Background: an optimization exercise with open tools, aiming at a short achievable clock period and few clock cycles. Do not read the settings as production practice. Only simulation tests tie the RTL to the original design; equivalence was not proved. Power and IR drop assume default switching activity.

File: flow/run.sh
#!/bin/bash
# Standard synthesis and layout; timing repair aims below the clock period
# (larger setup margin) so that the layout achieves a shorter period.
set -euo pipefail
bash standard.sh synth > synth.log 2>&1
bash standard.sh SETUP_SLACK_MARGIN=8.5 finish > layout.log 2>&1
File: standard.sh
#!/bin/bash
# synth_recipe.tcl (not shown) runs the flow's synth.tcl, then flattens the netlist and writes it again
# the make line also repeats each setting of config.mk as NAME=value (left out here)
make -C /OpenROAD-flow-scripts/flow DESIGN_CONFIG=/design/flow/config.mk WORK_HOME=/design/flow/orfs CLKGATE_MAP_FILE= SYNTH_SCRIPT=/design/flow/synth_recipe.tcl "${@:-finish}"
File: config.mk
export PLATFORM = sky130hd
export DESIGN_NAME = multiCycleCpu
export DESIGN_NICKNAME = multiCycleCpu
export VERILOG_FILES = /design/flow/design.v
export SDC_FILE = /design/flow/constraint.sdc
export NUM_CORES = 4
export LEC_CHECK = 0
export CAP_MARGIN = 20
export CORE_MARGIN = 2
export CORE_UTILIZATION = 55
export PLACE_DENSITY = 0.68
export SLEW_MARGIN = 20
File: constraint.sdc
create_clock -name core_clock -period 12.0 [get_ports {clk}]
set_input_delay 2.4000 -clock core_clock [delete_from_list [all_inputs] [get_ports {clk}]]
set_output_delay 2.4000 -clock core_clock [all_outputs]
set_load 0.01 [all_outputs]
File: design.v
package cpuPkg;
	typedef logic [31:0] word_t;
	typedef logic [4:0] regAddr_t;
	typedef logic [31:0] count_t;
	typedef logic [6:0] opcode_t;
	typedef logic [11:0] apbAddr_t;
	localparam opcode_t OPC_ALU_REG = 7'b0110011;
	localparam opcode_t OPC_ALU_IMM = 7'b0010011;
	localparam opcode_t OPC_LOAD = 7'b0000011;
	localparam opcode_t OPC_STORE = 7'b0100011;
	localparam opcode_t OPC_SYSTEM = 7'b1110011;
	localparam logic [2:0] F3_ADD_SUB = 3'b000;
	localparam logic [2:0] F3_SLT = 3'b010;
	localparam logic [2:0] F3_XOR = 3'b100;
	localparam logic [2:0] F3_OR = 3'b110;
	localparam logic [2:0] F3_AND = 3'b111;
	typedef enum logic [2:0] {ALU_ADD, ALU_SUB, ALU_AND, ALU_OR, ALU_XOR, ALU_SLT} aluOp_t;
	typedef enum logic {SRC_A_PC, SRC_A_REG} srcA_t;
	typedef enum logic [1:0] {SRC_B_REG, SRC_B_IMM, SRC_B_FOUR} srcB_t;
	typedef enum logic {WB_EX, WB_MEM} wbSrc_t;
	typedef enum logic [3:0] {
		IDLE,
		FETCH,
		DECODE,
		EXEC_R,
		EXEC_I,
		MEMORY,
		WRITEBACK,
		WRITEBACK_MEM,
		HALT
	} ctrlState_t;
	localparam apbAddr_t IMEM_BASE = 12'h000;
	localparam apbAddr_t DMEM_BASE = 12'h100;
	localparam apbAddr_t CTRL_ADDR = 12'h200;
	localparam apbAddr_t COUNT_ADDR = 12'h204;
endpackage
module multiCycleCpu #(
	parameter int MEM_WORDS = 64
) (
	input logic clk,
	input logic rstN,
	input cpuPkg::apbAddr_t paddr,
	input logic psel,
	input logic penable,
	input logic pwrite,
	input cpuPkg::word_t pwdata,
	output cpuPkg::word_t prdata,
	output logic pready,
	output logic pslverr
);
	localparam int NW = 64;
	logic running;       
	logic halted;        
	logic fin;           
	logic [31:0] countReg;
	logic [31:0] imem [NW];
	logic [31:0] dmem [NW];    
	logic [31:0] sdmem [NW];   
	logic [31:0] arf [32];     
	logic [31:0] srf [32];     
	logic [NW-1:0] written;    
	logic [NW-1:0] fetched;    
	logic [NW-1:0] readBit;    
	logic [NW-1:0] storedBit;  
	logic restartReq;
	logic setup;
	logic aligned;
	logic imemHit;
	logic dmemHit;
	logic ctrlHit;
	logic countHit;
	logic runNext;
	logic haltNext;
	logic [NW-1:0] hostSel;
	logic [31:0] hostRdI;
	logic [31:0] hostRdD;
	logic [31:0] rdSel;
	logic [31:0] prdataQ;
	logic pslverrQ;
	logic imemWrQ;
	logic dmemWrQ;
	logic startQ;
	logic [5:0] idxQ;
	logic [NW-1:0] idxOhQ;
	logic [31:0] wdataQ;
	assign setup = psel && !penable;
	assign aligned = (paddr[1:0] == 2'b00);
	assign imemHit = aligned && (paddr[11:8] == 4'h0);
	assign dmemHit = aligned && (paddr[11:8] == 4'h1);
	assign ctrlHit = (paddr == cpuPkg::CTRL_ADDR);
	assign countHit = (paddr == cpuPkg::COUNT_ADDR) && !pwrite;
	assign runNext = running && !fin;
	assign haltNext = halted || fin;
	always_comb begin
		for (int i = 0; i < NW; i++)
			hostSel[i] = (paddr[7:2] == 6'(i));
	end
	always_comb begin
		hostRdI = '0;
		hostRdD = '0;
		for (int i = 0; i < NW; i++) begin
			hostRdI = hostRdI | (imem[i] & {32{hostSel[i]}});
			hostRdD = hostRdD | (dmem[i] & {32{hostSel[i]}});
		end
	end
	always_comb begin
		if (paddr[9])
			rdSel = paddr[2] ? countReg : {30'b0, runNext, haltNext};
		else
			rdSel = paddr[8] ? hostRdD : hostRdI;
	end
	always_ff @(posedge clk) begin
		prdataQ <= rdSel;
		pslverrQ <= !(imemHit || dmemHit || ctrlHit || countHit) ||
			((imemHit || dmemHit) && runNext);
		imemWrQ <= rstN && setup && pwrite && imemHit && !runNext;
		dmemWrQ <= rstN && setup && pwrite && dmemHit && !runNext;
		startQ <= rstN && setup && pwrite && ctrlHit && pwdata[0] && !runNext;
		idxQ <= paddr[7:2];
		idxOhQ <= hostSel;
		wdataQ <= pwdata;
	end
	assign prdata = prdataQ;
	assign pslverr = pslverrQ;
	assign pready = 1'b1;
	logic [5:0] fptr;
	logic haltSeen;
	logic [31:0] specCount;
	logic vD;
	logic [31:0] irD;
	logic vX, wrX, ldX, stX, immSelX, subX;
	logic selSltX, selXorX, selOrX, selAndX;
	logic fAMX, fAWX, fBMX, fBWX;
	logic [4:0] rdX;
	logic [31:0] aX, bX, immX;
	logic vM, wrM, ldM, stM;
	logic [4:0] rdM;
	logic [31:0] resM, sdM;
	logic vW, wrW;
	logic [4:0] rdW;
	logic [31:0] wdW;
	logic specDone;
	logic commit;
	logic flush;
	assign specDone = haltSeen && !vX && !vM && !vW;
	assign commit = specDone && !fin && !restartReq && (running || startQ);
	assign flush = !rstN || restartReq || commit;
	logic [NW-1:0] fOh;
	logic [31:0] imemF;
	logic writtenF;
	logic fetchAllowed;
	logic fetchEn;
	logic stallD;
	logic haltD;
	always_comb begin
		for (int i = 0; i < NW; i++)
			fOh[i] = (fptr == 6'(i));
	end
	always_comb begin
		imemF = '0;
		for (int i = 0; i < NW; i++)
			imemF = imemF | (imem[i] & {32{fOh[i]}});
	end
	assign writtenF = |(written & fOh);
	assign fetchAllowed = !restartReq && !fin && !haltSeen && !haltD && (running || writtenF);
	assign fetchEn = fetchAllowed && !stallD;
	logic [6:0] opD;
	logic isRD, isID, isLD, isSD;
	logic [4:0] rs1D, rs2D, rdD;
	logic [2:0] f3D;
	logic wrD, useRs2D;
	logic [31:0] immD;
	logic [31:0] rv1, rv2;
	logic loadUse;
	assign opD = irD[6:0];
	assign isRD = (opD == cpuPkg::OPC_ALU_REG);
	assign isID = (opD == cpuPkg::OPC_ALU_IMM);
	assign isLD = (opD == cpuPkg::OPC_LOAD);
	assign isSD = (opD == cpuPkg::OPC_STORE);
	assign haltD = vD && !(isRD || isID || isLD || isSD);
	assign rs1D = irD[19:15];
	assign rs2D = irD[24:20];
	assign rdD = irD[11:7];
	assign f3D = irD[14:12];
	assign wrD = (isRD || isID || isLD) && (rdD != 5'd0);
	assign useRs2D = isRD || isSD;
	assign immD = isSD ? {{20{irD[31]}}, irD[31:25], irD[11:7]} : {{20{irD[31]}}, irD[31:20]};
	always_comb begin
		rv1 = srf[rs1D];
		rv2 = srf[rs2D];
		if (vW && wrW && (rdW == rs1D))
			rv1 = wdW;
		if (vW && wrW && (rdW == rs2D))
			rv2 = wdW;
	end
	assign loadUse = vD && vX && ldX && wrX &&
		((rs1D == rdX) || (useRs2D && (rs2D == rdX)));
	assign stallD = loadUse;
	always_ff @(posedge clk) begin
		if (flush) begin
			fptr <= '0;
			vD <= 1'b0;
			vX <= 1'b0;
			haltSeen <= 1'b0;
			specCount <= '0;
		end else begin
			if (fetchEn)
				fptr <= fptr + 6'd1;
			if (!stallD)
				vD <= fetchEn;
			vX <= vD && !haltD && !stallD;
			if (haltD && !stallD)
				haltSeen <= 1'b1;
			if (vD && !haltD && !stallD)
				specCount <= specCount + 32'd1;
		end
	end
	always_ff @(posedge clk) begin
		if (fetchEn && !stallD)
			irD <= imemF;
	end
	always_ff @(posedge clk) begin
		if (!stallD) begin
			wrX <= wrD;
			ldX <= isLD;
			stX <= isSD;
			rdX <= rdD;
			aX <= rv1;
			bX <= rv2;
			immX <= immD;
			immSelX <= !isRD;
			subX <= (isRD && f3D == 3'b000 && irD[30]) || (!(isLD || isSD) && f3D == 3'b010);
			selSltX <= !(isLD || isSD) && f3D == 3'b010;
			selXorX <= !(isLD || isSD) && f3D == 3'b100;
			selOrX <= !(isLD || isSD) && f3D == 3'b110;
			selAndX <= !(isLD || isSD) && f3D == 3'b111;
			fAMX <= vX && wrX && (rdX == rs1D);
			fAWX <= vM && wrM && (rdM == rs1D);
			fBMX <= vX && wrX && (rdX == rs2D);
			fBWX <= vM && wrM && (rdM == rs2D);
		end
	end
	logic [31:0] opA, rb, opB, opBx, sum, resX;
	logic slt;
	always_comb begin
		if (fAMX) opA = resM;
		else if (fAWX) opA = wdW;
		else opA = aX;
		if (fBMX) rb = resM;
		else if (fBWX) rb = wdW;
		else rb = bX;
	end
	assign opB = immSelX ? immX : rb;
	assign opBx = opB ^ {32{subX}};
	assign sum = opA + opBx + {31'b0, subX};
	assign slt = (opA[31] ^ opB[31]) ? opA[31] : sum[31];
	always_comb begin
		if (selSltX) resX = {31'b0, slt};
		else if (selXorX) resX = opA ^ opB;
		else if (selOrX) resX = opA | opB;
		else if (selAndX) resX = opA & opB;
		else resX = sum;
	end
	always_ff @(posedge clk) begin
		if (flush) begin
			vM <= 1'b0;
			vW <= 1'b0;
		end else begin
			vM <= vX;
			vW <= vM;
		end
	end
	always_ff @(posedge clk) begin
		resM <= resX;
		sdM <= rb;
		rdM <= rdX;
		wrM <= wrX;
		ldM <= ldX;
		stM <= stX;
	end
	logic [NW-1:0] mOh;
	logic [31:0] ldData;
	always_comb begin
		for (int i = 0; i < NW; i++)
			mOh[i] = (resM[7:2] == 6'(i));
	end
	always_comb begin
		ldData = '0;
		for (int i = 0; i < NW; i++)
			ldData = ldData | (sdmem[i] & {32{mOh[i]}});
	end
	always_ff @(posedge clk) begin
		wdW <= ldM ? ldData : resM;
		rdW <= rdM;
		wrW <= wrM;
	end
	logic imemConflict;
	logic dmemConflict;
	assign imemConflict = |(idxOhQ & fetched) || (fetchEn && (fptr == idxQ));
	assign dmemConflict = |(idxOhQ & readBit) || (vM && ldM && (resM[7:2] == idxQ));
	always_ff @(posedge clk) begin
		restartReq <= !rstN || (imemWrQ && imemConflict) || (dmemWrQ && dmemConflict);
	end
	always_ff @(posedge clk) begin
		if (!rstN) begin
			running <= 1'b0;
			halted <= 1'b0;
			fin <= 1'b0;
			countReg <= '0;
		end else begin
			fin <= commit;
			if (commit)
				countReg <= specCount;
			if (fin) begin
				running <= 1'b0;
				halted <= 1'b1;
			end else if (startQ) begin
				running <= 1'b1;
				halted <= 1'b0;
			end
		end
	end
	always_ff @(posedge clk) begin
		if (!rstN || commit) begin
			written <= '0;
		end else if (imemWrQ) begin
			written <= written | idxOhQ;
		end
	end
	always_ff @(posedge clk) begin
		if (flush) begin
			fetched <= '0;
			readBit <= '0;
			storedBit <= '0;
		end else begin
			if (fetchEn)
				fetched <= fetched | fOh;
			if (vM && ldM)
				readBit <= readBit | (mOh & ~storedBit);
			if (vM && stM)
				storedBit <= storedBit | mOh;
		end
	end
	for (genvar i = 0; i < NW; i++) begin : g_mem
		always_ff @(posedge clk) begin
			if (imemWrQ && idxOhQ[i])
				imem[i] <= wdataQ;
		end
		always_ff @(posedge clk) begin
			if (commit)
				dmem[i] <= sdmem[i];
			else if (dmemWrQ && idxOhQ[i])
				dmem[i] <= wdataQ;
		end
		always_ff @(posedge clk) begin
			if (restartReq)
				sdmem[i] <= dmem[i];
			else if (vM && stM && mOh[i])
				sdmem[i] <= sdM;
			else if (dmemWrQ && idxOhQ[i] && !storedBit[i])
				sdmem[i] <= wdataQ;
		end
	end
	assign arf[0] = '0;
	assign srf[0] = '0;
	for (genvar r = 1; r < 32; r++) begin : g_rf
		always_ff @(posedge clk) begin
			if (!rstN)
				arf[r] <= '0;
			else if (commit)
				arf[r] <= srf[r];
		end
		always_ff @(posedge clk) begin
			if (restartReq)
				srf[r] <= arf[r];
			else if (vW && wrW && (rdW == 5'(r)))
				srf[r] <= wdW;
		end
	end
endmodule
==> results of run 1 <==
==> power groups by stage <==
| stage | Sequential (mW) | Combinational [mW] | Clock (mW) |
|---|---|---|---|
| 4_1_cts | 34.9 | 3.75 | 29.2 |
| 3_5_place_dp | 35.5 | 3.39 | 0 |
| 3_3_place_gp | 35.5 | 3.32 | 0 |
| 2_1_floorplan | 35.1 | 1.72 | 0 |
==> cells in the mapped netlist (39+ instances only) <==
master,n
o21ai_0,2167
nand3_1,541
buf_2,309
clkbuf_1,2491
inv_1,113
or4_1,64
ha_1,99
a21o_1,2072
o41ai_1,39
a221oi_1,1447
nor3_1,148
xnor2_1,74
a222oi_1,96
dfxtp_1,1575
a21oi_1,325
a22oi_1,2159
o211ai_1,51
and2_1,124
nor4_1,79
a22o_1,2439
nor2_1,723
nand4_1,605
xor2_1,62
o21a_1,119
nand2_1,4541
buf_1,464
edfxtp_1,7262
mux2i_1,2115
==> stage by stage <==
stage	setup WS [ps]	utilization [%]
floorplan	6700	-
global placement	4040	57.4
detailed placement	4150	57.5
CTS	7520	64.7
==> per-layer routing <==
layer,track usage (%),GRT overflow
met1,82.4,0
met3,73.3,5
met4,72.5,3
met2,86.4,1
met5,56.3,0
==> what timing repair did <==
action,4_1_cts
endpoints found under the setup margin,10641
gates cloned,107
buffers inserted,947
pin swaps,428
gates resized for setup,2308
==> cells by family after synthesis <==
family          share of synthesized area [%]
flops                                    62.7
buf+inv                                  3.29
fa+ha+maj                               0.316
mux                                      5.34
xor+xnor                                0.299
other cells                          0.000943
compound gates                           20.5
simple gates                             7.47
==> worst min-delay path by stage <==
stage	from	to	slack, ps	cells past startpoint
after floorplan	stX	stM	320	0
after global placement	stX	stM	330	0
after detailed placement	stX	stM	340	0
after CTS	stX	stM	350	0
==> qor.txt, run 1 <==
flop and latch count out of synthesis: 8837
Congestion Overflow GR: 9
largest net degree at the start of global routing: 201
error msg: [ERROR GRT-0232] Routing congestion too high. Check the congestion heatmap in the GUI.
Initial Util: 55.1%
CTS hold repair buffers: 0
I/O Buffers: 81
clock sinks: 8837
Post-synth EDFFs: 7262
Area after DPL: 0.415 sq mm
syn avg cell area: 12.2 sq um
status: aborted with a tool error
All-Layer GR Usage: 79.4%
Root Buffer: clkbuf_16
die height: 854 um
CTS buffer count: 902
top post-synthesis cells by area: edfxtp_1 55%, dfxtp_1 7.9%, a22o_1 5.4%
area leader, netlist: edfxtp_1
placed insts: 40210
share of async-settable or async-resettable flops after synthesis: 0%
post-synthesis cell type count: 69
ys flop type: edfxtp_1
HPWL after detailed placement: 1550000 um
syn_nets: 32708
Seq/Total Area, Yosys: 62.7%
synthesized area: 0.398 sq mm
Site Rows: 312
Die Wd: 854 um
maximum clock path buffer count: 4
H-tree depth: 6
gpl congestion: 1.10
Syn Inst Count: 32559
Ports: 83
Synth top area share: 54.8%
Fail Step: global routing (5_1_grt)
Synth warnings: 6
Testbench counts, summed over its fixed seeds: cycles 19,590.
==> inputs of run 2 (changes only) <==
--- a/design.v
+++ b/design.v
@@ -34,6 +34,28 @@
 	localparam apbAddr_t CTRL_ADDR = 12'h200;
 	localparam apbAddr_t COUNT_ADDR = 12'h204;
 endpackage
+module memBank #(
+	parameter int N = 64,
+	parameter int W = 32,
+	parameter int A = 6
+) (
+	input logic [N*W-1:0] d,
+	input logic [A-1:0] a,
+	output logic [W-1:0] q
+);
+	logic [W-1:0] lv [A+1][N];
+	always_comb begin
+		for (int l = 0; l <= A; l++)
+			for (int i = 0; i < N; i++)
+				lv[l][i] = '0;
+		for (int i = 0; i < N; i++)
+			lv[0][i] = d[i*W +: W];
+		for (int l = 0; l < A; l++)
+			for (int i = 0; i < (N >> (l + 1)); i++)
+				lv[l+1][i] = a[l] ? lv[l][2*i+1] : lv[l][2*i];
+		q = lv[A][0];
+	end
+endmodule
 module multiCycleCpu #(
 	parameter int MEM_WORDS = 64
 ) (
@@ -95,14 +117,18 @@
 		for (int i = 0; i < NW; i++)
 			hostSel[i] = (paddr[7:2] == 6'(i));
 	end
-	always_comb begin
-		hostRdI = '0;
-		hostRdD = '0;
-		for (int i = 0; i < NW; i++) begin
-			hostRdI = hostRdI | (imem[i] & {32{hostSel[i]}});
-			hostRdD = hostRdD | (dmem[i] & {32{hostSel[i]}});
-		end
+	logic [NW*32-1:0] imemFlat, dmemFlat, sdmemFlat;
+	logic [32*32-1:0] srfFlat;
+	for (genvar i = 0; i < NW; i++) begin : g_flat
+		assign imemFlat[i*32 +: 32] = imem[i];
+		assign dmemFlat[i*32 +: 32] = dmem[i];
+		assign sdmemFlat[i*32 +: 32] = sdmem[i];
+	end
+	for (genvar r = 0; r < 32; r++) begin : g_flatRf
+		assign srfFlat[r*32 +: 32] = srf[r];
 	end
+	memBank #(.N(NW), .W(32), .A(6)) u_hostRdI (.d(imemFlat), .a(paddr[7:2]), .q(hostRdI));
+	memBank #(.N(NW), .W(32), .A(6)) u_hostRdD (.d(dmemFlat), .a(paddr[7:2]), .q(hostRdD));
 	always_comb begin
 		if (paddr[9])
 			rdSel = paddr[2] ? countReg : {30'b0, runNext, haltNext};
@@ -156,12 +182,8 @@
 		for (int i = 0; i < NW; i++)
 			fOh[i] = (fptr == 6'(i));
 	end
-	always_comb begin
-		imemF = '0;
-		for (int i = 0; i < NW; i++)
-			imemF = imemF | (imem[i] & {32{fOh[i]}});
-	end
-	assign writtenF = |(written & fOh);
+	memBank #(.N(NW), .W(32), .A(6)) u_fetch (.d(imemFlat), .a(fptr), .q(imemF));
+	assign writtenF = written[fptr];
 	assign fetchAllowed = !restartReq && !fin && !haltSeen && !haltD && (running || writtenF);
 	assign fetchEn = fetchAllowed && !stallD;
 	logic [6:0] opD;
@@ -185,9 +207,12 @@
 	assign wrD = (isRD || isID || isLD) && (rdD != 5'd0);
 	assign useRs2D = isRD || isSD;
 	assign immD = isSD ? {{20{irD[31]}}, irD[31:25], irD[11:7]} : {{20{irD[31]}}, irD[31:20]};
+	logic [31:0] rf1, rf2;
+	memBank #(.N(32), .W(32), .A(5)) u_rf1 (.d(srfFlat), .a(rs1D), .q(rf1));
+	memBank #(.N(32), .W(32), .A(5)) u_rf2 (.d(srfFlat), .a(rs2D), .q(rf2));
 	always_comb begin
-		rv1 = srf[rs1D];
-		rv2 = srf[rs2D];
+		rv1 = rf1;
+		rv2 = rf2;
 		if (vW && wrW && (rdW == rs1D))
 			rv1 = wdW;
 		if (vW && wrW && (rdW == rs2D))
@@ -284,11 +309,10 @@
 		for (int i = 0; i < NW; i++)
 			mOh[i] = (resM[7:2] == 6'(i));
 	end
-	always_comb begin
-		ldData = '0;
-		for (int i = 0; i < NW; i++)
-			ldData = ldData | (sdmem[i] & {32{mOh[i]}});
-	end
+	logic [31:0] ldShadow, ldArch;
+	memBank #(.N(NW), .W(32), .A(6)) u_loadS (.d(sdmemFlat), .a(resM[7:2]), .q(ldShadow));
+	memBank #(.N(NW), .W(32), .A(6)) u_loadA (.d(dmemFlat), .a(resM[7:2]), .q(ldArch));
+	assign ldData = storedBit[resM[7:2]] ? ldShadow : ldArch;
 	always_ff @(posedge clk) begin
 		wdW <= ldM ? ldData : resM;
 		rdW <= rdM;
@@ -296,8 +320,8 @@
 	end
 	logic imemConflict;
 	logic dmemConflict;
-	assign imemConflict = |(idxOhQ & fetched) || (fetchEn && (fptr == idxQ));
-	assign dmemConflict = |(idxOhQ & readBit) || (vM && ldM && (resM[7:2] == idxQ));
+	assign imemConflict = fetched[idxQ] || (fetchEn && (fptr == idxQ));
+	assign dmemConflict = readBit[idxQ] || (vM && ldM && (resM[7:2] == idxQ));
 	always_ff @(posedge clk) begin
 		restartReq <= !rstN || (imemWrQ && imemConflict) || (dmemWrQ && dmemConflict);
 	end
@@ -347,18 +371,14 @@
 				imem[i] <= wdataQ;
 		end
 		always_ff @(posedge clk) begin
-			if (commit)
+			if (commit && storedBit[i])
 				dmem[i] <= sdmem[i];
 			else if (dmemWrQ && idxOhQ[i])
 				dmem[i] <= wdataQ;
 		end
 		always_ff @(posedge clk) begin
-			if (restartReq)
-				sdmem[i] <= dmem[i];
-			else if (vM && stM && mOh[i])
+			if (vM && stM && mOh[i])
 				sdmem[i] <= sdM;
-			else if (dmemWrQ && idxOhQ[i] && !storedBit[i])
-				sdmem[i] <= wdataQ;
 		end
 	end
 	assign arf[0] = '0;
--- a/config.mk
+++ b/config.mk
@@ -6,7 +6,8 @@
 export NUM_CORES = 4
 export LEC_CHECK = 0
 export CAP_MARGIN = 20
+export CELL_PAD_IN_SITES_DETAIL_PLACEMENT = 1
 export CORE_MARGIN = 2
-export CORE_UTILIZATION = 55
-export PLACE_DENSITY = 0.68
+export CORE_UTILIZATION = 35
+export PLACE_DENSITY = 0.55
 export SLEW_MARGIN = 20
==> run 2 against run 1 <==
The run now finishes clean. Synthesized area up 1.3%. Synthesized cell count fell by 31%.
==> qor.txt, run 2 <==
status: no timing/DRC/antenna violations
Leak: 156 nW
PD cells: 145 mW/mm^2
DR vias: 251939
Fin. Hold Viols: 0
reg2reg start: resM[2]
CTS buffer count: 916
All-Layer GR Usage: 28.3%
Tightest Pin Transition: 1320 ps
Pint: 51.8 mW
Slew HR: 11.9%
synthesized area: 0.403 sq mm
Seq/Total Area, Yosys: 61.9%
endpoints failing setup: 0
Ports: 83
syn avg cell area: 17.8 sq um
skew final: 150 ps
minimum clock period: 4680 ps
worst-path fanout max: 7
number of nets still failing antenna checks after routing: 0
most frequent cells in the layout: 7262 x edfxtp_1, 4020 x mux4_2, 2269 x nand2_1
Core Area: 1.15 sq mm
Max Clock Freq: 213 MHz
Sw Pwr: 16.6 mW
layout cells sized above 1: 40.8%
most frequent cell after synthesis: edfxtp_1
Setup crit end kind: register
worst path cell trace: buf_16 > buf_12 > buf_16 > buf_8 > mux4_2 > mux4_2 > mux4_2 > mux2i_1 > o21ai_1
Post-synth EDFFs: 7262
nets: 23202
area leader, netlist: edfxtp_1
I/O Buffers: 81
Reg2Reg Depth: 14
critical path launch point type: input pin
initial antenna violation count: 219
routed wire length: 1700000 um
post-synthesis cell type count: 69
Initial Util: 35.1%
CP max-delay cell: mux4_2
maximum clock path buffer count: 5
clock-pin transition on the worst setup and hold timing paths: 60 ps
gpl congestion: 0.930
pre-CTS setup slack: 5160 ps
Worst-Skew Late Latency: 1300 ps
DR vias/cell: 6.39
most frequent CP cell: mux4_2
register-to-register path setup slack: 7650 ps
clock sinks: 8837
fin. max-slew vios: 0
Switching Fraction: 24.3%
VDD IR max: 0.147 mV
Congestion Overflow GR: 0
largest net degree at the start of global routing: 203
syn_nets: 22738
Sequential Power Share: 49.6%
CTS tree: built
Comb pwr share: 7.6%
Root Buffer: clkbuf_16
RSZ-0062 raised after global routing: true
# DRC: 0
worst reg2reg endpoint: wdW[7]
Die ar.: 1.16 sq mm
H-tree depth: 6
Critical path origin: paddr[2]
ys flop type: edfxtp_1
commonest non-fill, non-tap cell in the layout: edfxtp_1
Iter 0 DRT Violations: 40090
top post-synthesis cells by area: edfxtp_1 54%, mux4_2 22%, dfxtp_1 7.8%
Die Wd: 1080 um
Tcrit/Tclk final: 39.0%
Area Overhead vs Synth: 17.3%
DRT Pass-1 Iters: 8
die height: 1080 um
Syn Inst Count: 22586
fin worst setup slack: 7320 ps
Site Rows: 394
max incr delay on CP: 900 ps
share of async-settable or async-resettable flops after synthesis: 0%
first-pass GRT wire length: 2260000 um
setup TNS: 0 ps
vias in the first global route: 251433
Clock Power Share: 42.7%
largest registers: dmem x2048, imem x2048, sdmem x2048
Critical path destination: prdataQ[4]
MaxCap Viol Count: 0
Critical Path RT: 13070 ps
Worst Path Arrival: 5750 ps
Synth warnings: 10
HPWL after detailed placement: 928000 um
Synth top area share: 54.1%
synth cell count leaders: 7262 x edfxtp_1, 4020 x mux4_2, 2437 x nand2_1, 2121 x mux2_2, 1575 x dfxtp_1
flop and latch count out of synthesis: 8837
Crit Path Category: in -> reg
Hold WC Path Type: reg -> reg
Wirelength per Cell: 43.0 um
[run 2: changes by cell type after synthesis, sizes merged, moves of 1112 or more]
cell    change
mux2i    -1918
a22o     -1351
mux2     +2113
a22oi    -2156
nand2    -2103
o21ai    -2042
clkbuf   -1112
mux4     +4020
a21o     -2057
a221oi   -1446
[run 2: through the flow]
stage                     total power [mW]  area [sq um]  cells  hold WS, ps  utilization (%)
after detailed placement              39.0        424000  36627          339             36.9
final                                 68.4        473000  39430          333             41.1
after global routing                  69.7        472000  39347          362             41.1
after CTS                             68.2        468000  38853          339             40.7
after floorplan                       36.8        405000  22586          323                -
after global placement                38.9        423000  36624          336             36.8
[run 2: worst max-delay path: cells and delay by family]
kind                   cells  cell delay [ps]
AOI/OAI and AO/OA          1               90
buffers and inverters      4              720
muxes                      4             2460
[run 2: worst min-delay path by stage]
stage,from,to,cells past startpoint
6_report,rdM[0],rdW[0],0
5_1_grt,rdM[3],rdW[3],0
4_1_cts,rdM[3],rdW[3],0
3_5_place_dp,stX,stM,0
3_3_place_gp,stX,stM,0
2_1_floorplan,stX,stM,0
[run 2: cells by family after synthesis]
kind of cell / count (synthesis) / share of synthesized area [%]
AOI/OAI and AO/OA: 1669 / 3.24
adders and majority gates: 103 / 0.322
other: 1 / 0.000931
xor gates and xnor gates: 131 / 0.285
buffers and inverters: 2094 / 1.96
and+or+nand+nor: 3413 / 3.37
DFF: 8837 / 61.9
muxes: 6338 / 28.9
[run 2: timing repair]
item	4_1_cts	5_1_grt
endpoints found under the setup margin	7149	2379
gates cloned	208	39
pin swaps	103	100
buffers inserted	312	187
gates resized for setup	1360	315
hold buffers	0	0
[run 2: layer usage]
metal  vias to the layer above  GRT usage (%)  share of wire [%]
li1                      93494              -                  -
met5                         -          0.231              0.064
met4                        86           18.1                7.6
met1                    137413           35.9                 36
met3                      3985           7.80                 12
met2                     16961           43.0                 45
[run 2: layout make-up]
| type | count | area, sq um |
|---|---|---|
| clock inverter | 489 | 5000 |
| fill | 110001 | 676000 |
| multi-input combinational | 11665 | 150000 |
| timing repair buffer | 1515 | 22700 |
| antenna | 346 | 866 |
| clock buffer | 1217 | 25000 |
| tap | 15246 | 19100 |
| inverter | 115 | 449 |
| sequential | 8837 | 250000 |
[run 2: power by group through the flow]
stage | Clock (mW) | Sequential, mW | Combinational (mW)
after CTS | 29.4 | 33.9 | 4.91
after floorplan | 0 | 34.3 | 2.46
final | 29.2 | 33.9 | 5.22
after global routing | 30.5 | 33.9 | 5.25
after global placement | 0 | 34.6 | 4.36
after detailed placement | 0 | 34.6 | 4.40
Testbench counts of run 2, summed over its fixed seeds: cycles 19,590.

## port drivers added, routing unchanged
No port has a modelled driver above. Below, the same layout with a new extraction and two added sets of constraints. Step 1 (the two cells are an assumption about what drives the block):
set clk [get_ports {clk}]
set_driving_cell -lib_cell sky130_fd_sc_hd__clkbuf_16 $clk
set_driving_cell -lib_cell sky130_fd_sc_hd__buf_2 [delete_from_list [all_inputs] $clk]
Step 2 also shifts input and output timing later by t, the mid clock arrival at the registers, as if the neighbouring blocks saw the same clock. Three values: ideal ports, drivers, drivers and shift; two values: the first two.
run: run 2
t, ns: 1.406
setup WS [ns]: 7.316 / 6.956 / 5.550
slew at the worst register clock pin (ns): 0.07 / 0.07
worst data-port slew with drivers (ns): 0.65
After both steps run 2 still meets setup and hold. For run 2, drivers alone change the setup slack by -0.360 ns; drivers and shift together by -1.766 ns.
